This is an optimization exercise on Yosys and OpenROAD, whose aim is small area and a short achievable clock period, not a production implementation. Only simulation tests tie the RTL to the original design; equivalence was not proved. No activity file was given, so power comes from the tool's default toggle rates.

**flow/design.v**
```verilog
`default_nettype none
package link_pkg;
    localparam int word_width      = 64;
    localparam int lane_width      = 16;
    localparam int lane_count      = 4;
    localparam int lane_idx_width  = $clog2(lane_count) + 1;
    localparam int fifo_depth_log2 = 4;
    localparam int length_width    = 32;
    localparam logic [2:0] kind_tik = 3'd3;
    typedef enum logic [2:0] {
        send_idle  = 3'd0,
        send_data  = 3'd1,
        ready_wait = 3'd2,
        tik_wait   = 3'd3,
        tik_end    = 3'd4
    } send_state_e;
    typedef union packed {
        logic [lane_count-1:0][lane_width-1:0] lanes;
        struct packed {
            logic [4:0]              rsvd_hi;
            logic [2:0]              kind;
            logic [22:0]             rsvd_lo;
            logic                    end_flag;
            logic [length_width-1:0] length;
        } cmd;
    } link_word_u;
endpackage
`default_nettype wire
`default_nettype none
module word_fifo
(
    input  wire                  clk,
    input  wire                  rst_n,
    input  wire                  wr,
    input  wire [link_pkg::word_width-1:0] wr_word,
    input  wire                  rd,
    output link_pkg::link_word_u           rd_word,
    output logic                 full,
    output logic                 empty
);
    logic [link_pkg::word_width-1:0]    mem [0:(1 << link_pkg::fifo_depth_log2)-1];
    logic [link_pkg::fifo_depth_log2:0] wr_ptr;
    logic [link_pkg::fifo_depth_log2:0] rd_ptr;
    logic [link_pkg::fifo_depth_log2:0] fill;
    always_ff @(posedge clk or negedge rst_n) begin
        if (!rst_n) begin
            wr_ptr <= '0;
            rd_ptr <= '0;
        end else begin
            if (wr) begin
                wr_ptr <= wr_ptr + 1'b1;
            end
            if (rd) begin
                rd_ptr <= rd_ptr + 1'b1;
            end
        end
    end
    always_ff @(posedge clk) begin
        if (wr) begin
            mem[wr_ptr[link_pkg::fifo_depth_log2-1:0]] <= wr_word;
        end
        if (rd) begin
            rd_word <= mem[rd_ptr[link_pkg::fifo_depth_log2-1:0]];
        end
    end
    assign fill  = wr_ptr - rd_ptr;
    assign full  = (fill == {1'b1, {link_pkg::fifo_depth_log2{1'b0}}});
    assign empty = (fill == '0);
endmodule
`default_nettype wire
`default_nettype none
module tik_timer
(
    input  wire        clk,
    input  wire        rst_n,
    input  wire        tik_load,
    input  wire        load_end,
    input  wire        link_pkg::link_word_u word,
    output logic       tik,
    output logic       busy
);
    logic                    tik_flag;
    logic                    end_flag;
    logic [link_pkg::length_width-1:0] len;
    logic [link_pkg::length_width-1:0] cnt;
    logic                    done;
    assign done = (cnt == len);
    always_ff @(posedge clk or negedge rst_n) begin
        if (!rst_n) begin
            tik_flag <= 1'b0;
            end_flag <= 1'b0;
        end else if (tik_load) begin
            tik_flag <= !load_end;
            end_flag <= load_end;
        end else if (done) begin
            tik_flag <= 1'b0;
            end_flag <= 1'b0;
        end
    end
    always_ff @(posedge clk) begin
        if (tik_load) begin
            len <= word.cmd.length;
        end
    end
    always_ff @(posedge clk or negedge rst_n) begin
        if (!rst_n) begin
            cnt <= '0;
        end else if (busy && !done) begin
            cnt <= cnt + 1'b1;
        end else begin
            cnt <= '0;
        end
    end
    assign busy = tik_flag | end_flag;
    assign tik  = tik_flag;
endmodule
`default_nettype wire
`default_nettype none
module lane_serializer
(
    input  wire                  clk,
    input  wire                  rst_n,
    input  wire link_pkg::link_word_u      word,
    input  wire                  lane_valid,
    input  wire                  lane_advance,
    input  wire                  lane_clear,
    output logic [link_pkg::lane_width-1:0] lane_data,
    output logic                 lane_par,
    output logic                 last_lane_done
);
    logic [link_pkg::lane_idx_width-1:0] lane_idx;
    logic [link_pkg::lane_idx_width-2:0] lane_pos;
    always_ff @(posedge clk or negedge rst_n) begin
        if (!rst_n) begin
            lane_idx <= '0;
        end else if (lane_clear) begin
            lane_idx <= '0;
        end else if (lane_advance) begin
            lane_idx <= lane_idx + 1'b1;
        end
    end
    assign lane_pos       = ~lane_idx[link_pkg::lane_idx_width-2:0];
    assign last_lane_done = (lane_idx == link_pkg::lane_idx_width'(link_pkg::lane_count));
    assign lane_data = last_lane_done ? '0 : word.lanes[lane_pos];
    assign lane_par = lane_valid ? ^lane_data : 1'b0;
endmodule
`default_nettype wire
`default_nettype none
module send_fsm
(
    input  wire             clk,
    input  wire             rst_n,
    input  wire             fifo_empty,
    input  wire link_pkg::link_word_u word,
    input  wire             link_ready,
    input  wire             link_err,
    input  wire             timer_busy,
    input  wire             last_lane_done,
    output logic            fifo_rd,
    output logic            lane_valid,
    output logic            lane_advance,
    output logic            lane_clear,
    output logic            tik_load,
    output logic            load_end
);
    link_pkg::send_state_e state;
    link_pkg::send_state_e state_nx;
    logic ready_d;
    logic ready_2d;
    logic err_d;
    logic err_2d;
    logic ready_seen_high;
    logic ready_seen_low;
    logic err_seen_low;
    logic is_cmd;
    always_ff @(posedge clk or negedge rst_n) begin
        if (!rst_n) begin
            ready_d  <= 1'b0;
            ready_2d <= 1'b0;
            err_d    <= 1'b0;
            err_2d   <= 1'b0;
        end else begin
            ready_d  <= link_ready;
            ready_2d <= ready_d;
            err_d    <= link_err;
            err_2d   <= err_d;
        end
    end
    assign ready_seen_high = ready_d & ready_2d;
    assign ready_seen_low  = !ready_d & !ready_2d;
    assign err_seen_low    = !err_d & !err_2d;
    assign is_cmd = (word.cmd.kind == link_pkg::kind_tik);
    always_ff @(posedge clk or negedge rst_n) begin
        if (!rst_n) begin
            state <= link_pkg::send_idle;
        end else begin
            state <= state_nx;
        end
    end
    always_comb begin
        state_nx = state;
        case (state)
            link_pkg::send_idle: begin
                if (!fifo_empty) begin
                    state_nx = link_pkg::send_data;
                end
            end
            link_pkg::send_data: begin
                if (is_cmd) begin
                    state_nx = word.cmd.end_flag ? link_pkg::tik_end : link_pkg::tik_wait;
                end else if (ready_seen_high) begin
                    state_nx = link_pkg::ready_wait;
                end
            end
            link_pkg::ready_wait: begin
                if (ready_seen_low) begin
                    state_nx = last_lane_done ? link_pkg::send_idle : link_pkg::send_data;
                end
            end
            link_pkg::tik_wait, link_pkg::tik_end: begin
                if (!timer_busy) begin
                    state_nx = link_pkg::send_idle;
                end
            end
            default: state_nx = link_pkg::send_idle;
        endcase
    end
    assign fifo_rd    = (state == link_pkg::send_idle) && !fifo_empty;
    assign lane_valid = (state == link_pkg::send_data) && !is_cmd;
    assign lane_advance = lane_valid && ready_seen_high && err_seen_low;
    assign lane_clear   = (state == link_pkg::ready_wait) && (state_nx == link_pkg::send_idle);
    assign tik_load = (state == link_pkg::send_data) && is_cmd;
    assign load_end = tik_load && word.cmd.end_flag;
endmodule
`default_nettype wire
`default_nettype none
module chip_link_tx
(
    input  wire                   clk,
    input  wire                   rst_n,
    input  wire [link_pkg::word_width-1:0]  s_tdata,
    input  wire                   s_tvalid,
    output logic                  s_tready,
    output logic                  tik,
    output logic [link_pkg::lane_width-1:0] lane_data,
    output logic                  lane_valid,
    output logic                  lane_par,
    input  wire                   link_ready,
    input  wire                   link_err
);
    logic       fifo_full;
    logic       fifo_empty;
    logic       fifo_rd;
    link_pkg::link_word_u fifo_word;
    logic       lane_advance;
    logic       lane_clear;
    logic       last_lane_done;
    logic       tik_load;
    logic       load_end;
    logic       timer_busy;
    assign s_tready = !fifo_full;
    word_fifo word_fifo_inst (
        .clk     (clk),
        .rst_n   (rst_n),
        .wr      (s_tvalid && s_tready),
        .wr_word (s_tdata),
        .rd      (fifo_rd),
        .rd_word (fifo_word),
        .full    (fifo_full),
        .empty   (fifo_empty)
    );
    send_fsm send_fsm_inst (
        .clk            (clk),
        .rst_n          (rst_n),
        .fifo_empty     (fifo_empty),
        .word           (fifo_word),
        .link_ready     (link_ready),
        .link_err       (link_err),
        .timer_busy     (timer_busy),
        .last_lane_done (last_lane_done),
        .fifo_rd        (fifo_rd),
        .lane_valid     (lane_valid),
        .lane_advance   (lane_advance),
        .lane_clear     (lane_clear),
        .tik_load       (tik_load),
        .load_end       (load_end)
    );
    tik_timer tik_timer_inst (
        .clk      (clk),
        .rst_n    (rst_n),
        .tik_load (tik_load),
        .load_end (load_end),
        .word     (fifo_word),
        .tik      (tik),
        .busy     (timer_busy)
    );
    lane_serializer lane_serializer_inst (
        .clk            (clk),
        .rst_n          (rst_n),
        .word           (fifo_word),
        .lane_valid     (lane_valid),
        .lane_advance   (lane_advance),
        .lane_clear     (lane_clear),
        .lane_data      (lane_data),
        .lane_par       (lane_par),
        .last_lane_done (last_lane_done)
    );
endmodule
`default_nettype wire
```
**flow/run.sh**
```bash
#!/bin/bash
# synth_recipe.tcl (not shown) runs the flow's synth.tcl, then flattens the netlist and writes it again
# the make line also repeats each setting of config.mk as NAME=value (left out here)
make -C /OpenROAD-flow-scripts/flow DESIGN_CONFIG=/design/flow/config.mk WORK_HOME=/design/flow/orfs CLKGATE_MAP_FILE= SYNTH_SCRIPT=/design/flow/synth_recipe.tcl finish
```
**flow/config.mk**
```make
export PLATFORM = sky130hd
export DESIGN_NAME = chip_link_tx
export DESIGN_NICKNAME = chip_link_tx
export VERILOG_FILES = /design/flow/design.v
export SDC_FILE = /design/flow/constraint.sdc
export NUM_CORES = 4
export LEC_CHECK = 0
export CAP_MARGIN = 20
export CORE_MARGIN = 2
export CORE_UTILIZATION = 40
export SLEW_MARGIN = 20
```
**flow/constraint.sdc**
```tcl
create_clock -name core_clock -period 4.5 [get_ports {clk}]
set_input_delay 0.9000 -clock core_clock [delete_from_list [all_inputs] [get_ports {clk}]]
set_output_delay 0.9000 -clock core_clock [all_outputs]
set_load 0.01 [all_outputs]
```
==> reports/metrics.yaml <==
io_buffers: 88
reg2reg_depth: 9
period_needed_ns: 4.32
post-route-worst-setup-slack_ns: 0.178
vias_per_cell: 5.50
htree_num_levels: 3
first_global_vias: 20900
syn-cell-area_sq_um: 45000
wl_per_cell_um: 28.2
fmax_ghz: 0.231
ir_drop_mv: 0.597
grt_pass1_wl_mm: 150
hpwl_mm: 61.0
die_x_um: 339
clock_skew_ns: 0.0571
ys_ff_latch: 1174
finalHoldViolations: 0
rr_endpoint: "word_fifo_inst.mem[4][18]"
grt_overflow: 0
antenna_found_initial: 12
period_share: 0.961
synthAdderAreaFrac: 0.00334
drive_gt1_frac: 0.270
worst_pin_slew_ns: 1.05
coreArea_sq_um: 112000
end_kind: "output port"
drc_errors: 0
nFillCells: 9184
synth_top_cells_by_area: "edfxtp_1 75%, mux4_2 16%, dfrtp_1 3.0%"
die_height_um: 339
synth_mux_area_frac: 0.169
status: "timing/DRC/antenna clean"
synth_top_family_by_area: "multiplexers"
regArea_sq_um: 35000
cp_max_fo: 14
multi_input_area_sq_um: 9710
cts_tree: "built"
leakagePower_uw: 0.0164
hold_path.class: "input port to asynchronous set/reset pin"
first_iter_violations: 2087
grt_util_all_layers: 0.180
synth_top_area_share: 0.747
synthCells: 1898
start_kind: "flip-flop"
areaGrowthSynthToFinish_pct: 15.4
crit_path_start: "lane_serializer_inst.lane_idx[0]"
grt_max_degree: 146
avgSynthCellArea_sq_um: 23.7
ys_warn_count: 4
dieArea_sq_um: 115000
insertion_delay_ns: 0.73
setup_viol: 0
synthXorXnorAreaFrac: 0.0184
pre_cts_slack_ns: 0.654
critical_path_class: "flip-flop to output port"
cts_buffers: 115
ys_types: 44
synth-simple-area-share: 0.0200
firstDrtPassIters: 5
via_count: 20200
num_rows: 123
detail-route-antenna-nets: 0
maxCapViolations: 0
layout_common_cells: "1,120 x edfxtp_1, 330 x mux4_2, 116 x clkbuf_16"
rsz0062_at_grt: "no"
post-place-cells: 3467
layout_commonest_cell: "edfxtp_1"
final_nets: 2168
r2r_start: "word_fifo_inst.rd_ptr[1]"
yosysTopAreaCell: "edfxtp_1"
fin_cells: 3680
ys_seq_area_frac: 0.777
wl_mm: 104
clockBufferDepth: 3
relSlewSlack: 0.300
rrSetupSlack_ns: 0.86
synth_compound_gate_area_share: 0.00206
clk_root_buffer_cell: "clkbuf_16"
synth.net_count: 1979
gp_congestion: 0.851
cp_data_required_time_ns: 3.60
clock_sinks: 1174
initial_core_util: 0.402
ios: 89
finalMaxSlewViolations: 0
worst_ep_arrival_time_ns: 3.42
power_uw: 34000
path_clk_slew_ns: 0.06
powerDensity_nw_per_um2: 655
==> per-layer routing <==
layer / part of all wire / up-vias / global-route usage
met3: 0.052 / 154 / 0.0308
met4: 0.023 / 10 / 0.0519
met2: 0.49 / 584 / 0.290
li1: - / 8407 / -
met5: 0.00077 / - / 0
met1: 0.43 / 11100 / 0.255
==> worst max-delay path by stage <==
stage / endpoint / slack, ns / cells past startpoint
final: lane_par / 0.18 / 8
after global routing: lane_par / 0.04 / 8
after CTS: lane_par / 0.002 / 8
after detailed placement: lane_par / 0.65 / 8
after global placement: lane_par / 0.63 / 8
after floorplan: word_fifo_inst.mem[3][0] / -0.07 / 11
==> critical path: stages, from the launching register on <==
cell and delay [ns]:
dfrtp_2 0.41, buf_12 0.18, mux4_1 0.64, xnor2_2 0.19, xnor2_2 0.22, xnor2_2 0.11
xnor2_2 0.20, and3_1 0.19, clkdlybuf4s50_1 0.54
==> cells by family after synthesis <==
family,count (synthesis)
compound gates,15
simple gates,170
fa+ha+maj,12
mux,338
buf+inv,99
flops,1174
xor+xnor,90
==> power breakdown <==
group	switching [uW]	leakage [uW]	internal [uW]	total (uW)
sequential	560	0.0109	13800	14300
clock	4010	0.00171	4940	8960
combinational	5730	0.00386	4960	10700
==> synth_stat cells, drive strengths merged <==
cell type,n
inv,15
mux2i,1
nor2,49
or3,1
and3,25
a21oi,3
nor2b,8
buf,42
nand3,19
o22ai,2
mux4,336
nor4b,1
a221oi,1
o21a,1
a21o,1
ha,12
xnor2,40
nor4bb,1
a22o,1
nand2b,3
edfxtp,1120
clkbuf,42
o21ai,5
nor4,9
nand3b,1
a211oi,1
dfrtp,54
nand2,15
and4,2
and2,19
nand4,11
mux2,1
nor3,5
xor2,50
or3b,1
==> area by class of cell <==
cell class,instances,share of cell area
sequential,1174,0.674
multi-input combinational,625,0.187
antenna,1,0.0000482
clock inverter,71,0.00996
tap,1500,0.0362
inverter,15,0.00118
timing repair buffer,156,0.0339
clock buffer,138,0.0575
==> metrics by stage <==
stage	TNS [ns]	area [sq um]	utilization	hold WS, ns
finish	0	51900	0.463	0.307
global route	0	51900	0.463	0.370
CTS	0	51900	0.463	0.289
detailed placement	0	48400	0.432	0.383
global placement	0	48400	0.432	0.382
floorplan	-4.61	45000	-	0.348
==> sequential cells by signal, summed over array words and instances, names as in the netlist <==
register,flops
lane_serializer_inst.lane_idx,3
send_fsm_inst.err_2d,1
send_fsm_inst.err_d,1
send_fsm_inst.ready_2d,1
send_fsm_inst.ready_d,1
send_fsm_inst.state,3
tik_timer_inst.cnt,32
tik_timer_inst.end_flag,1
tik_timer_inst.len,32
tik_timer_inst.tik_flag,1
word_fifo_inst.mem,1024
word_fifo_inst.rd_ptr,5
word_fifo_inst.rd_word,64
word_fifo_inst.wr_ptr,5
==> repair_timing <==
item	4_1_cts	5_1_grt
gates resized for setup	3	2
gates cloned	0	0
setup endpoints to repair	1	1
pin swaps	0	2
buffers inserted	0	2
hold buffers	0	0

## separate check: timing with driven ports
The flow's constraints put no driver on any port. The routed layout listed below was extracted and timed again, unchanged, in two steps. Step 1 assumes that a clkbuf_16 drives the clock port and a buf_2 every other input. Step 2 also shifts input and output timing later by t, the mid clock arrival at the registers, as if the neighbouring blocks saw the same clock. Three values: ideal, step 1, step 2; two values: the first two.
t, ns: 0.776
slack for setup (ns): 0.178 / 0.107 / 0.862
worst data-port slew with drivers (ns): 0.16
After both steps setup and hold are still met in this run. For this run, drivers alone change the setup slack by -0.071 ns; drivers and shift together by +0.684 ns.
